Context: an optimization exercise on an open-source flow, tuned for small area and a short achievable clock period. The choices shown serve that exercise and are no tape-out recipe.
In this exercise RTL edits were held to simulation tests only and were not proved equivalent to the original.
Power is estimated from default activity; no workload was simulated.

Design pipe4stage, start of the top module:
module pipe4stage (
  input  logic        clk1,
  input  logic        rst,
  input  logic [3:0]  rs1,
  input  logic [3:0]  rs2,
  input  logic [3:0]  rd,
  input  logic [3:0]  func,
  input  logic [7:0]  addr,
  input  logic        write,
  input  logic [7:0]  dbg_addr,
  output logic [15:0] zout,
  output logic [15:0] dbg_data
);
==> module pipe4stage, before the edit <==
module pipe4stage (
  input  logic        clk1,
  input  logic        rst,
  input  logic [3:0]  rs1,
  input  logic [3:0]  rs2,
  input  logic [3:0]  rd,
  input  logic [3:0]  func,
  input  logic [7:0]  addr,
  input  logic        write,
  input  logic [7:0]  dbg_addr,
  output logic [15:0] zout,
  output logic [15:0] dbg_data
);
  logic [15:0][15:0]  rf_q;
  logic [255:0][15:0] mem_q;
  logic          v1_q;
  logic [73-1:0] r1_q;
  logic [3:0]    rd1_q;
  logic [7:0]    addr1_q;
  logic          v2_q;
  logic [15:0]   z2_q;
  logic [3:0]    rd2_q;
  logic [7:0]    addr2_q;
  logic          v3_q;
  logic [15:0]   z3_q;
  logic [7:0]    addr3_q;
  logic [73-1:0] s1_d;
  logic [15:0]   alu_d;
  logic [15:0]   rdw;
  p4_s1 u_s1 (.rf(rf_q), .rs1(rs1), .rs2(rs2), .func(func), .d(s1_d));
  p4_s2 u_s2 (.r(r1_q), .alu_d(alu_d));
  p4_mrd u_mrd (.mem(mem_q), .addr(dbg_addr), .rdw(rdw));
  always_ff @(posedge clk1) begin
    if (rst) begin
      for (int unsigned i = 0; i < 16; i++) rf_q[i] <= 16'(i);
      v1_q <= 1'b0;
      v2_q <= 1'b0;
      v3_q <= 1'b0;
      z2_q <= '0;
    end else begin
      v1_q <= write;
      v2_q <= v1_q;
      v3_q <= v2_q;
      if (v1_q) z2_q <= alu_d;
      if (v2_q) rf_q[rd2_q] <= z2_q;
    end
  end
  always_ff @(posedge clk1) begin
    r1_q    <= s1_d;
    rd1_q   <= rd;
    addr1_q <= addr;
    rd2_q   <= rd1_q;
    addr2_q <= addr1_q;
    z3_q    <= z2_q;
    addr3_q <= addr2_q;
  end
  logic        st_en;
  logic [15:0] dbg_q;
  assign st_en = !rst && v3_q;
  always_ff @(posedge clk1) begin
    for (int w = 0; w < 256; w++)
      if (st_en && addr3_q == 8'(w)) mem_q[w] <= z3_q;
  end
  always_ff @(posedge clk1) dbg_q <= rdw;
  assign zout     = z2_q;
  assign dbg_data = dbg_q;
endmodule
==> module p4_mrd, before the edit <==
module p4_mrd (
  input  logic [255:0][15:0] mem,
  input  logic [7:0]         addr,
  output logic [15:0]        rdw
);
  logic [15:0] lo, hi;
  always_comb begin
    for (int i = 0; i < 16; i++) begin
      lo[i] = (addr[3:0] == 4'(i));
      hi[i] = (addr[7:4] == 4'(i));
    end
  end
  logic [15:0][15:0] grp;
  for (genvar g = 0; g < 16; g++) begin : g_grp
    p4_sel16 u_grp (.d(mem[16*g +: 16]), .sel(lo), .y(grp[g]));
  end
  p4_sel16 u_fin (.d(grp), .sel(hi), .y(rdw));
endmodule
==> flow/config.mk <==
export PLATFORM = sky130hd
export DESIGN_NAME = pipe4stage
export DESIGN_NICKNAME = pipe4stage
export VERILOG_FILES = /design/flow/design.v
export SDC_FILE = /design/flow/constraint.sdc
export NUM_CORES = 4
export LEC_CHECK = 0
export CAP_MARGIN = 40
export CORE_MARGIN = 2
export CORE_UTILIZATION = 50
export CTS_CLUSTER_DIAMETER = 80
export CTS_CLUSTER_SIZE = 24
export SETUP_SLACK_MARGIN = 3.0
export SLEW_MARGIN = 40
export SYNTH_HIERARCHICAL = 1
==> flow/constraint.sdc <==
create_clock -name core_clock -period 5.8 [get_ports {clk1}]
set_input_delay 1.1600 -clock core_clock [delete_from_list [all_inputs] [get_ports {clk1}]]
set_output_delay 1.1600 -clock core_clock [all_outputs]
set_load 0.01 [all_outputs]
run.sh (not shown) runs the stock make flow with config.mk's settings and CLKGATE_MAP_FILE= SYNTH_SCRIPT=/design/flow/synth_recipe.tcl, a recipe that flattens the netlist after the stock synthesis.
Edit:
--- a/flow/design.v
+++ b/flow/design.v
@@ -24,14 +24,14 @@
   logic          v3_q;
   logic [15:0]   z3_q;
   logic [7:0]    addr3_q;
   logic [73-1:0] s1_d;
   logic [15:0]   alu_d;
-  logic [15:0]   rdw;
+  logic [15:0]   rdw_a, rdw_b;
   p4_s1 u_s1 (.rf(rf_q), .rs1(rs1), .rs2(rs2), .func(func), .d(s1_d));
   p4_s2 u_s2 (.r(r1_q), .alu_d(alu_d));
-  p4_mrd u_mrd (.mem(mem_q), .addr(dbg_addr), .rdw(rdw));
+  p4_mrd u_mrd (.mem(mem_q), .addr(dbg_addr), .rdw_a(rdw_a), .rdw_b(rdw_b));
   always_ff @(posedge clk1) begin
     if (rst) begin
       for (int unsigned i = 0; i < 16; i++) rf_q[i] <= 16'(i);
       v1_q <= 1'b0;
       v2_q <= 1'b0;
@@ -53,19 +53,22 @@
     addr2_q <= addr1_q;
     z3_q    <= z2_q;
     addr3_q <= addr2_q;
   end
   logic        st_en;
-  logic [15:0] dbg_q;
+  logic [15:0] dbg_a_q, dbg_b_q;
   assign st_en = !rst && v3_q;
   always_ff @(posedge clk1) begin
     for (int w = 0; w < 256; w++)
       if (st_en && addr3_q == 8'(w)) mem_q[w] <= z3_q;
   end
-  always_ff @(posedge clk1) dbg_q <= rdw;
+  always_ff @(posedge clk1) begin
+    dbg_a_q <= rdw_a;
+    dbg_b_q <= rdw_b;
+  end
   assign zout     = z2_q;
-  assign dbg_data = dbg_q;
+  assign dbg_data = dbg_a_q | dbg_b_q;
 endmodule
 module p4_s1 (
   input  logic [15:0][15:0] rf,
   input  logic [3:0]        rs1,
   input  logic [3:0]        rs2,
@@ -449,11 +452,12 @@
   assign y = a ^ b;
 endmodule
 module p4_mrd (
   input  logic [255:0][15:0] mem,
   input  logic [7:0]         addr,
-  output logic [15:0]        rdw
+  output logic [15:0]        rdw_a,
+  output logic [15:0]        rdw_b
 );
   logic [15:0] lo, hi;
   always_comb begin
     for (int i = 0; i < 16; i++) begin
       lo[i] = (addr[3:0] == 4'(i));
@@ -462,11 +466,22 @@
   end
   logic [15:0][15:0] grp;
   for (genvar g = 0; g < 16; g++) begin : g_grp
     p4_sel16 u_grp (.d(mem[16*g +: 16]), .sel(lo), .y(grp[g]));
   end
-  p4_sel16 u_fin (.d(grp), .sel(hi), .y(rdw));
+  p4_sel8 u_fin_a (.d(grp[7:0]), .sel(hi[7:0]), .y(rdw_a));
+  p4_sel8 u_fin_b (.d(grp[15:8]), .sel(hi[15:8]), .y(rdw_b));
+endmodule
+module p4_sel8 (
+  input  logic [7:0][15:0] d,
+  input  logic [7:0]       sel,
+  output logic [15:0]      y
+);
+  always_comb begin
+    y = '0;
+    for (int i = 0; i < 8; i++) y = y | (d[i] & {16{sel[i]}});
+  end
 endmodule
 module p4_sel16 (
   input  logic [15:0][15:0] d,
   input  logic [15:0]       sel,
   output logic [15:0]       y
Register-to-register slack got worse by 0.04 ns; clock power barely changes; worst setup slack improves by 0.019 ns; wire length drops by a few percent; hold slack gets worse by 0.010 ns.

========
try-xenon:
Another version of the RTL of pipe4stage (not shown whole).
Size: ~170000 sq um of cells after synthesis.
==> flow/config.mk <==
export PLATFORM = sky130hd
export DESIGN_NAME = pipe4stage
export DESIGN_NICKNAME = pipe4stage
export VERILOG_FILES = /design/flow/design.v
export SDC_FILE = /design/flow/constraint.sdc
export NUM_CORES = 4
export LEC_CHECK = 0
export CAP_MARGIN = 40
export CORE_MARGIN = 2
export CORE_UTILIZATION = 50
export CTS_CLUSTER_DIAMETER = 80
export CTS_CLUSTER_SIZE = 24
export SETUP_SLACK_MARGIN = 3.0
export SLEW_MARGIN = 40
export SYNTH_HIERARCHICAL = 1
==> flow/constraint.sdc <==
create_clock -name core_clock -period 5.8 [get_ports {clk1}]
set_input_delay 1.1600 -clock core_clock [delete_from_list [all_inputs] [get_ports {clk1}]]
set_output_delay 1.1600 -clock core_clock [all_outputs]
set_load 0.01 [all_outputs]
### try-xenon -> try-delta
--- a/flow/design.v
+++ b/flow/design.v
@@ -22,18 +22,18 @@
   logic [3:0]    rd2_q;
   logic [7:0]    addr2_q;
   logic          v3_q;
   logic [15:0]   z3_q;
   logic [7:0]    addr3_q;
   logic [73-1:0] s1_d;
   logic [15:0]   alu_d;
-  logic [3:0][15:0] rdw;
+  logic [15:0]   rdw_a, rdw_b;
   p4_s1 u_s1 (.rf(rf_q), .rs1(rs1), .rs2(rs2), .func(func), .d(s1_d));
   p4_s2 u_s2 (.r(r1_q), .alu_d(alu_d));
-  p4_mrd u_mrd (.mem(mem_q), .addr(dbg_addr), .rdw(rdw));
+  p4_mrd u_mrd (.mem(mem_q), .addr(dbg_addr), .rdw_a(rdw_a), .rdw_b(rdw_b));
   always_ff @(posedge clk1) begin
     if (rst) begin
       for (int unsigned i = 0; i < 16; i++) rf_q[i] <= 16'(i);
       v1_q <= 1'b0;
       v2_q <= 1'b0;
       v3_q <= 1'b0;
     end else begin
@@ -54,34 +54,37 @@
     addr1_q <= addr;
     rd2_q   <= rd1_q;
     addr2_q <= addr1_q;
     z3_q    <= z2_q;
     addr3_q <= addr2_q;
   end
   logic        st_en;
-  logic [3:0][15:0] dbg_q;
+  logic [15:0] dbg_a_q, dbg_b_q;
   assign st_en = !rst && v3_q;
   always_ff @(posedge clk1) begin
     for (int w = 0; w < 256; w++)
       if (st_en && addr3_q == 8'(w)) mem_q[w] <= z3_q;
   end
-  always_ff @(posedge clk1) dbg_q <= rdw;
+  always_ff @(posedge clk1) begin
+    dbg_a_q <= rdw_a;
+    dbg_b_q <= rdw_b;
+  end
   assign zout     = z2_q;
-  assign dbg_data = (dbg_q[0] | dbg_q[1]) | (dbg_q[2] | dbg_q[3]);
+  assign dbg_data = dbg_a_q | dbg_b_q;
 endmodule
 module p4_s1 (
   input  logic [15:0][15:0] rf,
   input  logic [3:0]        rs1,
   input  logic [3:0]        rs2,
   input  logic [3:0]        func,
   output logic [73-1:0]     d
 );
   logic [15:0] a, b;
-  assign a = rf[rs1];
-  assign b = rf[rs2];
+  p4_rfrd u_rda (.rf(rf), .rs(rs1), .q(a));
+  p4_rfrd u_rdb (.rf(rf), .rs(rs2), .q(b));
   logic        is_mul, is_add, is_sub;
   assign is_mul = (func == 4'd2);
   assign is_add = (func == 4'd0);
   assign is_sub = (func == 4'd1);
   logic [15:0] pp [8];
   always_comb begin
     logic        bl, neg, one, two;
@@ -459,14 +462,24 @@
     if (i == 0) begin : g_lsb
       assign alu_d[i] = p0[i];
     end else begin : g_rest
       p4_xor2 u_s (.a(p0[i]), .b(gl[4][i-1]), .y(alu_d[i]));
     end
   end
 endmodule
+module p4_rfrd (
+  input  logic [15:0][15:0] rf,
+  input  logic [3:0]        rs,
+  output logic [15:0]       q
+);
+  always_comb begin
+    q = '0;
+    for (int i = 0; i < 16; i++) q = q | (rf[i] & {16{rs == 4'(i)}});
+  end
+endmodule
 module p4_pfx_n (input logic g, input logic p, input logic gi, input logic pi,
                  output logic go, output logic po);
   assign go = ~(g | (p & gi));
   assign po = ~(p & pi);
 endmodule
 module p4_pfx_t (input logic g, input logic p, input logic gi, input logic pi,
                  output logic go, output logic po);
@@ -481,39 +494,39 @@
 endmodule
 module p4_xor2 (input logic a, input logic b, output logic y);
   assign y = a ^ b;
 endmodule
 module p4_mrd (
   input  logic [255:0][15:0] mem,
   input  logic [7:0]         addr,
-  output logic [3:0][15:0]   rdw
+  output logic [15:0]        rdw_a,
+  output logic [15:0]        rdw_b
 );
   logic [15:0] lo, hi;
   always_comb begin
     for (int i = 0; i < 16; i++) begin
       lo[i] = (addr[3:0] == 4'(i));
       hi[i] = (addr[7:4] == 4'(i));
     end
   end
   logic [15:0][15:0] grp;
   for (genvar g = 0; g < 16; g++) begin : g_grp
     p4_sel16 u_grp (.d(mem[16*g +: 16]), .sel(lo), .y(grp[g]));
   end
-  for (genvar q = 0; q < 4; q++) begin : g_fin
-    p4_sel4 u_fin (.d(grp[4*q +: 4]), .sel(hi[4*q +: 4]), .y(rdw[q]));
-  end
+  p4_sel8 u_fin_a (.d(grp[7:0]), .sel(hi[7:0]), .y(rdw_a));
+  p4_sel8 u_fin_b (.d(grp[15:8]), .sel(hi[15:8]), .y(rdw_b));
 endmodule
-module p4_sel4 (
-  input  logic [3:0][15:0] d,
-  input  logic [3:0]       sel,
+module p4_sel8 (
+  input  logic [7:0][15:0] d,
+  input  logic [7:0]       sel,
   output logic [15:0]      y
 );
   always_comb begin
     y = '0;
-    for (int i = 0; i < 4; i++) y = y | (d[i] & {16{sel[i]}});
+    for (int i = 0; i < 8; i++) y = y | (d[i] & {16{sel[i]}});
   end
 endmodule
 module p4_sel16 (
   input  logic [15:0][15:0] d,
   input  logic [15:0]       sel,
   output logic [15:0]       y
 );
Notes after the runs:
Finished layout cell area, try-xenon and try-delta, lower one = try-xenon.
Taking try-xenon as the reference, in try-delta count of flip-flops and latches shows a reduction of about 0.7%, portion of total power attributed to combinational logic climbed 3.4 points, core area grew by about 0.8%.
Number of logic inverters in the finished layout was lower in the run labelled try-delta.

-- port drivers added, routing unchanged --
Ports are ideal in the flow. The routed layouts listed here were re-timed in OpenROAD.
Step 1 sets driving cells, clkbuf_16 on the clock port and buf_2 on the other inputs (assumed; they add their load-dependent delay and slew).
Step 2 times the ports against the registers' clock, not the clock port: input delays grow and output delays shrink by t, the midpoint of the rising clock arrivals with the driver on.
Slacks: ideal ports / drivers / drivers and shift; pairs: ideal ports / drivers.
| run | t, ns | setup WS [ns] | worst hold slack (ns) | worst setup path at the end |
|---|---|---|---|---|
| the first run of note 1 | 1.065 | 2.679 / 2.492 / 1.428 | 0.329 / 0.329 / 0.329 | input to register |
| the second run of note 1 | 1.061 | 2.698 / 2.538 / 1.477 | 0.319 / 0.319 / 0.319 | input to register |
| try-xenon | 1.067 | 2.474 / 2.364 / 1.525 | 0.333 / 0.333 / 0.333 | input to register |
| try-delta | 1.076 | 2.659 / 2.628 / 1.552 | 0.332 / 0.332 / 0.332 | input to register |
After both steps every run listed still meets setup and hold. For the first run of note 1, which loses most, drivers alone change the setup slack by -0.187 ns; drivers and shift together by -1.251 ns.
